This is an optimization exercise on Yosys and OpenROAD, whose aim is small area and a short achievable clock period, not a production implementation. Only simulation tests tie the RTL to the original design; equivalence was not proved.

onyx:
// pci_master
module pci_master (
   input  logic                                CLK,
   input  logic                                reset,
   input  logic                                cmd_req,
   input  logic                                cmd_dir,
   input  logic [pci_master_pkg::ADDR_W-1:0]   cmd_addr,
   input  logic [pci_master_pkg::LEN_W-1:0]    cmd_len,
   output logic                                cmd_ack,
   output logic                                sts_fatal,
   output logic [pci_master_pkg::LEN_W-1:0]    sts_beats,
   input  logic                                wr_req,
   input  logic [pci_master_pkg::DATA_W-1:0]   wr_data,
   output logic                                wr_ack,
   input  logic                                rd_req,
   output logic                                rd_ack,
   output logic [pci_master_pkg::DATA_W-1:0]   rd_data,
   input  logic [pci_master_pkg::DATA_W-1:0]   adio_out,
   input  logic                                m_data,
   input  logic                                m_data_vld,
   input  logic                                m_addr_n,
   input  logic                                m_src_en,
   input  logic [pci_master_pkg::CSR_W-1:0]    csr,
   output logic [pci_master_pkg::DATA_W-1:0]   adio_in,
   output logic [3:0] m_cbe,
   output logic                                m_wrdn,
   output logic                                request,
   output logic                                complete,
   output logic                                m_ready
);
   logic start;
   logic dir;
   logic st_read;
   logic st_write;
   logic in_data_nxt;
   logic last_beat;
   logic bus_push;
   logic bus_pop;
   logic [pci_master_pkg::DATA_W-1:0] head_data;
   master_fsm master_fsm_inst (
      .CLK        (CLK),
      .reset      (reset),
      .cmd_req    (cmd_req),
      .cmd_dir    (cmd_dir),
      .m_data     (m_data),
      .m_data_vld (m_data_vld),
      .m_src_en   (m_src_en),
      .csr        (csr),
      .last_beat  (last_beat),
      .cmd_ack    (cmd_ack),
      .sts_fatal  (sts_fatal),
      .start      (start),
      .dir        (dir),
      .st_read    (st_read),
      .st_write   (st_write),
      .in_data_nxt (in_data_nxt),
      .bus_push   (bus_push),
      .bus_pop    (bus_pop),
      .request    (request),
      .m_ready    (m_ready)
   );
   beat_counter beat_counter_inst (
  ...
For scale: ~2500 cells after synthesis, about 1200 flip-flops, about 0.043 sq mm of cells after synthesis.
==> module data_fifo, before the edit <==
module data_fifo (
   input  logic                                CLK,
   input  logic                                reset,
   input  logic                                wr_req,
   input  logic [pci_master_pkg::DATA_W-1:0]   wr_data,
   input  logic                                rd_req,
   input  logic                                bus_push,
   input  logic [pci_master_pkg::DATA_W-1:0]   bus_data,
   input  logic                                bus_pop,
   output logic                                wr_ack,
   output logic                                rd_ack,
   output logic [pci_master_pkg::DATA_W-1:0]   rd_data,
   output logic [pci_master_pkg::DATA_W-1:0]   head_data
);
   localparam int AW = pci_master_pkg::FIFO_AW;
   localparam int SDEPTH = (1 << AW) - 1;
   localparam int DW = pci_master_pkg::DATA_W;
   logic [DW-1:0] mem [SDEPTH];
   logic [DW-1:0] head;
   logic head_vld;
   logic [AW-1:0] wptr;
   logic [AW-1:0] rptr;
   logic [AW-1:0] st_cnt;
   logic st_empty;
   logic st_full;
   logic full;
   logic empty;
   logic user_wr;
   logic user_rd;
   logic push;
   logic pop;
   logic st_wr;
   logic st_rd;
   logic head_from_push;
   logic [DW-1:0] push_data;
   logic [DW-1:0] st_data;
   logic [SDEPTH-1:0] wsel;
   logic [SDEPTH-1:0] rsel;
   assign full = head_vld && st_full;
   assign empty = !head_vld;
   assign user_wr = wr_req && !wr_ack && !full && !bus_push;
   assign user_rd = rd_req && !rd_ack && !empty && !bus_pop;
   assign push = bus_push || user_wr;
   assign pop = bus_pop || user_rd;
   assign push_data = bus_push ? bus_data : wr_data;
   assign head_from_push = push && (!head_vld || (pop && st_empty));
   assign st_wr = push && head_vld;
   assign st_rd = pop && (!st_empty || push);
   always_comb begin
      for (int i = 0; i < SDEPTH; i++)
         wsel[i] = (wptr == i[AW-1:0]);
   end
   always_ff @(posedge CLK or posedge reset) begin
      if (reset)
         rsel <= SDEPTH'(1);
      else if (st_rd)
         rsel <= {rsel[SDEPTH-2:0], rsel[SDEPTH-1]};
   end
   always_comb begin
      st_data = '0;
      for (int i = 0; i < SDEPTH; i++)
         st_data = st_data | (mem[i] & {DW{rsel[i]}});
   end
   for (genvar i = 0; i < SDEPTH; i++) begin : g_word
      always_ff @(posedge CLK) begin
         if (wsel[i] && !st_full)
            mem[i] <= push_data;
      end
   end
   always_ff @(posedge CLK) begin
      if (st_rd || head_from_push)
         head <= st_empty ? push_data : st_data;
   end
   assign head_data = head;
   always_ff @(posedge CLK or posedge reset) begin
      if (reset) begin
         wptr <= '0;
         rptr <= '0;
         st_cnt <= '0;
         st_empty <= 1'b1;
         st_full <= 1'b0;
         head_vld <= 1'b0;
      end else begin
         if (st_wr)
            wptr <= (wptr == AW'(SDEPTH - 1)) ? '0 : wptr + 1'b1;
         if (st_rd)
            rptr <= (rptr == AW'(SDEPTH - 1)) ? '0 : rptr + 1'b1;
         if (st_wr && !st_rd) begin
            st_cnt <= st_cnt + 1'b1;
            st_empty <= 1'b0;
            st_full <= (st_cnt == AW'(SDEPTH - 1));
         end else if (st_rd && !st_wr) begin
            st_cnt <= st_cnt - 1'b1;
            st_empty <= (st_cnt == AW'(1));
            st_full <= 1'b0;
         end
         if (push && !head_vld)
            head_vld <= 1'b1;
         else if (pop && !push && st_empty)
            head_vld <= 1'b0;
      end
   end
   always_ff @(posedge CLK or posedge reset) begin
      if (reset)
         wr_ack <= 1'b0;
      else if (!wr_req)
         wr_ack <= 1'b0;
      else if (user_wr)
         wr_ack <= 1'b1;
   end
   always_ff @(posedge CLK or posedge reset) begin
      if (reset)
         rd_ack <= 1'b0;
      else if (!rd_req)
         rd_ack <= 1'b0;
      else if (user_rd)
         rd_ack <= 1'b1;
   end
   always_ff @(posedge CLK) begin
      if (user_rd)
         rd_data <= head;
   end
endmodule
Settings: LEC_CHECK=0, CAP_MARGIN=20, CORE_MARGIN=2, CORE_UTILIZATION=45, CTS_BUF_LIST=sky130_fd_sc_hd__clkbuf_16, CTS_CLUSTER_DIAMETER=120, CTS_CLUSTER_SIZE=26, SETUP_SLACK_MARGIN=2.8, SLEW_MARGIN=20; clock period 6.0 ns.
standard.sh (not shown) runs the stock make flow with config.mk's settings and CLKGATE_MAP_FILE= SYNTH_SCRIPT=/design/flow/synth_recipe.tcl, a recipe that flattens the netlist after the stock synthesis.
==> flow/flow/run.sh <==
#!/bin/bash
# Own layout flow: the standard layout (standard.sh), with the pins of the
# bus-side output path (m_addr_n, m_data, adio_in, m_cbe) kept together on one
# edge so that the nets from the two inputs to the 36 outputs stay short,
# and with plain buffers (buf_2) as the port buffers.
set -euo pipefail
cd "$(dirname "${BASH_SOURCE[0]}")/.."
export IO_CONSTRAINTS="$PWD/flow/io.tcl"
export BUFFER_PORTS_ARGS="-buffer_cell sky130_fd_sc_hd__buf_2"
bash standard.sh finish > standard.log 2>&1
==> flow/flow/io.tcl <==
# Pin constraints, sourced by ORFS after the floorplan is made.
set die [ord::get_die_area]
set ymid [expr {([lindex $die 1] + [lindex $die 3]) / 2.0}]
set names {}
for {set i 0} {$i < 16} {incr i} { lappend names "adio_in\[$i\]" }
lappend names m_addr_n m_data
for {set i 0} {$i < 4} {incr i} { lappend names "m_cbe\[$i\]" }
for {set i 16} {$i < 32} {incr i} { lappend names "adio_in\[$i\]" }
set lo [expr {$ymid - 30}]
set hi [expr {$ymid + 30}]
set_io_pin_constraint -pin_names $names -region right:$lo-$hi -group -order
onyx completed end to end with timing, DRC and antenna clean.
The inputs of willow differ from those of onyx as listed below.
diff --git a/flow/design.v b/flow/design.v
--- a/flow/design.v
+++ b/flow/design.v
@@ -203,11 +203,11 @@
       for (int i = 0; i < SDEPTH; i++)
          st_data = st_data | (mem[i] & {DW{rsel[i]}});
    end
    for (genvar i = 0; i < SDEPTH; i++) begin : g_word
       always_ff @(posedge CLK) begin
-         if (wsel[i] && !st_full)
+         if (st_wr && wsel[i])
             mem[i] <= push_data;
       end
    end
    always_ff @(posedge CLK) begin
       if (st_rd || head_from_push)
Results
willow vs. onyx: ratio of routed vias to standard cells decreased by 0.69% relative to the old numbers; detailed-route wire length per cell decreased by 0.95% relative to the old numbers.
Number of iterations in the first detailed-routing pass, willow and onyx: smaller value in willow
Comparing the two runs side by side, willow comes out ahead of onyx on minimum setup slack in the final design.
willow ends up with higher sum of routed wire length over all layers than onyx does.
willow has utilization above what onyx had.

[static timing again, ports no longer ideal]
How much do the figures lean on ideal ports? The routed layouts below were timed once more, with nothing changed but the port constraints. Step 1 sets driving cells, clkbuf_16 on the clock port and buf_2 on the other inputs (assumed; they add their load-dependent delay and slew). Step 2, shift: input delay + t, output delay - t, t = (earliest + latest rising clock arrival at the registers) / 2. This alone moves slack from input paths to output paths. a / b / c = ideal ports / drivers / drivers and shift; a / b = the first two.
run | shift t [ns] | slack for setup (ns) | clock arrival spread, ns | slew at the worst register clock pin (ns) | worst data-port slew with drivers (ns)
onyx | 0.707 | 2.784 / 2.730 / 2.244 | 0.034 / 0.034 | 0.11 / 0.11 | 0.07
willow | 0.715 | 2.827 / 2.798 / 2.152 | 0.034 / 0.034 | 0.11 / 0.11 | 0.07
After both steps setup and hold are still met in every run listed. For willow, which loses most, drivers alone change the setup slack by -0.029 ns; drivers and shift together by -0.675 ns.
